This design comes from an exercise in tuning for a short achievable clock period and few clock cycles per item on the open sky130 flow, not from production work. In this exercise RTL edits were held to simulation tests only and were not proved equivalent to the original. Power and IR drop assume default switching activity.

Setup of run A:
==> flow/design.v (excerpt) <==
module backend_top #(
	parameter int N  = 64,             
	parameter int LN = 6               
) (
	input  logic        clock,
	input  logic        reset,
	input  logic [2:0]  in_valid,
	input  logic [47:0] in_words,
	output logic        in_ready,
	input  logic [2:0]  complete_valid,
	input  logic [8:0]  complete_tag,
	input  logic [47:0] complete_value,
	output logic [2:0]  alloc_valid,
	output logic [8:0]  alloc_tag,
	output logic [2:0]  retire_valid,
	output logic [11:0] retire_dest,
	output logic [47:0] retire_value,
	input  logic [3:0]  read_index,
	output logic [15:0] read_data
);
For scale: ~14000 cells after synthesis, ~2200 flip-flops, about 120000 um2 of cells after synthesis.
Settings: LEC_CHECK=0, ABC_CLOCK_PERIOD_IN_PS=3000, CAP_MARGIN=20, CORE_MARGIN=2, CORE_UTILIZATION=40, PLACE_DENSITY=0.6, SETUP_SLACK_MARGIN=2.6, SLEW_MARGIN=20, TNS_END_PERCENT=5; clock period 6.5 ns.
run.sh (not shown) runs the stock make flow with config.mk's settings and CLKGATE_MAP_FILE= SYNTH_SCRIPT=/design/flow/synth_recipe.tcl, a recipe that flattens the netlist after the stock synthesis.
Testbench counts of run A, summed over its fixed seeds: cycles 3,046, items 6,602.
--- input diff run A..run B ---
-- flow/design.v --
<<< run A, line 34
	logic [7:0]   fc_t;                      
	logic [LN-1:0] tag_slot [8];
	logic [2:0]   av_q;
	logic [8:0]   at_q;
	logic [15:0]  arch_regs [16];
	assign alloc_valid = av_q;
	assign alloc_tag = at_q;
	assign in_ready = ready_q;
	function automatic logic [R-1:0] rot1(input logic [R-1:0] x);
>>> run B, line 34
	logic [7:0]   fc_t;                      
	logic [LN-1:0] tag_slot [8];
	logic [15:0]  arch_regs [16];
	assign alloc_valid = {rv[0], rv[1], rv[2]};
	assign alloc_tag = {lt[0], lt[1], lt[2]};
	assign in_ready = ready_q;
	function automatic logic [R-1:0] rot1(input logic [R-1:0] x);
<<< run A, line 80
		wa[1] = pc_t[1] | (pc_t[0] & nn_t[0]) | nn_t[1];
		wa[2] = pc_t[2] | (pc_t[1] & nn_t[0]) | (pc_t[0] & nn_t[1]) | nn_t[2];
		tw[0] = fc_t[0] ? fq[0] : ft[0];
		tw[1] = fc_t[1] ? fq[1] : fc_t[0] ? ft[0] : ft[1];
		tw[2] = fc_t[2] ? fq[2] : fc_t[1] ? ft[0] : fc_t[0] ? ft[1] : ft[2];
		fa_t[0] = fc_t[0] | fn_t[0];
		fa_t[1] = fc_t[1] | (fc_t[0] & fn_t[0]) | fn_t[1];
		fa_t[2] = fc_t[2] | (fc_t[1] & fn_t[0]) | (fc_t[0] & fn_t[1]) | fn_t[2];
		rv[0] = wa[0] & (~wr[0] | fa_t[0]);
		rv[1] = rv[0] & wa[1] & (~wr[1] | (wr[0] ? fa_t[1] : fa_t[0]));
>>> run B, line 78
		wa[1] = pc_t[1] | (pc_t[0] & nn_t[0]) | nn_t[1];
		wa[2] = pc_t[2] | (pc_t[1] & nn_t[0]) | (pc_t[0] & nn_t[1]) | nn_t[2];
		tw[0] = fq[0];
		tw[1] = fq[1];
		tw[2] = fq[2];
		fa_t = fc_t[2:0];
		rv[0] = wa[0] & (~wr[0] | fa_t[0]);
		rv[1] = rv[0] & wa[1] & (~wr[1] | (wr[0] ? fa_t[1] : fa_t[0]));
<<< run A, line 211
			pc_t <= '0;
			fc_t <= 8'hff;
			av_q <= 3'b000;
			retire_valid <= 3'b000;
		end else begin
>>> run B, line 207
			pc_t <= '0;
			fc_t <= 8'hff;
			retire_valid <= 3'b000;
		end else begin
<<< run A, line 227
			pc_t <= pc_t_next;
			fc_t <= fc_t_next;
			av_q <= {rv[0], rv[1], rv[2]};
			retire_valid <= {tv[0], tv[1], tv[2]};
		end
>>> run B, line 222
			pc_t <= pc_t_next;
			fc_t <= fc_t_next;
			retire_valid <= {tv[0], tv[1], tv[2]};
		end
<<< run A, line 241
		pq <= pq_next;
		for (int k = 0; k < 3; k++) begin
			at_q[3*(2-k) +: 3] <= lt[k];
			if (rv[k] && wr[k]) tag_slot[lt[k]] <= rep_b + LN'(k);
		end
	end
	logic [2:0]    cq_v;
	logic [LN-1:0] cq_slot [3];
	logic [15:0]   cq_val [3];
	always_ff @(posedge clock) begin
		if (reset) cq_v <= 3'b000;
		else cq_v <= cv;
		for (int i = 0; i < 3; i++) begin
			cq_slot[i] <= tag_slot[complete_tag[3*i +: 3]];
			cq_val[i] <= complete_value[16*i +: 16];
		end
>>> run B, line 235
		pq <= pq_next;
		for (int k = 0; k < 3; k++) begin
			if (rv[k] && wr[k]) tag_slot[lt[k]] <= rep_b + LN'(k);
		end
	end
	logic [R-1:0]  cq_hit [4][3];
	logic [15:0]   cq_val [3];
	always_ff @(posedge clock) begin
		for (int i = 0; i < 3; i++) begin
			logic [LN-1:0] sl;
			sl = tag_slot[complete_tag[3*i +: 3]];
			for (int b = 0; b < 4; b++)
				for (int r = 0; r < R; r++)
					cq_hit[b][i][r] <= !reset && cv[i] && (sl == LN'(4 * r + b));
			cq_val[i] <= complete_value[16*i +: 16];
		end
<<< run A, line 272
			rep_imm[b] = (pp[0] & rv[0] & ~wr[0]) | (pp[1] & rv[1] & ~wr[1]) | (pp[2] & rv[2] & ~wr[2]);
			ret_adv[b] = (tp[0] & tv[0]) | (tp[1] & tv[1]) | (tp[2] & tv[2]);
			for (int i = 0; i < 3; i++) begin
				for (int r = 0; r < R; r++) comp_hit[b][i][r] = cq_v[i] && (cq_slot[i] == LN'(4 * r + b));
			end
		end
	end
>>> run B, line 266
			rep_imm[b] = (pp[0] & rv[0] & ~wr[0]) | (pp[1] & rv[1] & ~wr[1]) | (pp[2] & rv[2] & ~wr[2]);
			ret_adv[b] = (tp[0] & tv[0]) | (tp[1] & tv[1]) | (tp[2] & tv[2]);
			for (int i = 0; i < 3; i++) comp_hit[b][i] = cq_hit[b][i];
		end
	end
[summary]
Lower row count among run B and run A: run A
What run A reported for initial detailed-routing violation count has to be multiplied by 1.14 to get the figure for run B.
Compared with run A, in run B flip-flop and latch count after synthesis has increased; portion of total power attributed to the clock network has increased.
There was hardly any difference in combinational group share of total power between run B and run A.
Looking at hold slack across both flows, run B is the stronger of the two, with run A trailing.
Run B | stages: all done | timing, DRC, antenna: all pass
Wire length of the first global-routing pass: run B vs run A up 54 mm
Total wire length: run B higher than run A
Run A → run B: fraction of the cycle the final worst path needs now sits higher, flip-flop and latch count went up 159, final instance area higher.
Testbench counts of run B, summed over its fixed seeds: cycles 3,036, items 6,602.

## what the ideal ports hide
No port has a modelled driver above. Below, the same layouts with a new extraction and two added sets of constraints.
Step 1: set_driving_cell puts a clkbuf_16 on clock and a buf_2 on each other input, an assumption about the parent block.
Step 2 adds t to the input delays and takes it off the output delays; t is the mean of the earliest and latest rising clock arrival at the registers after step 1. Input paths then give back, and output paths get back, about the clock's delay inside the block.
Three values: no drivers, after step 1, after step 2; two values: the first two.
run	t (ns)	setup WS [ns]	pins driven straight from the clock port
run A	1.006	2.216 / 2.137 / 1.408	1
run B	1.021	2.152 / 2.152 / 1.297	1
After both steps setup and hold are still met in every run listed. The setup slack of run B, which loses most, moves by 0.000 ns with the drivers and by -0.855 ns with both steps.
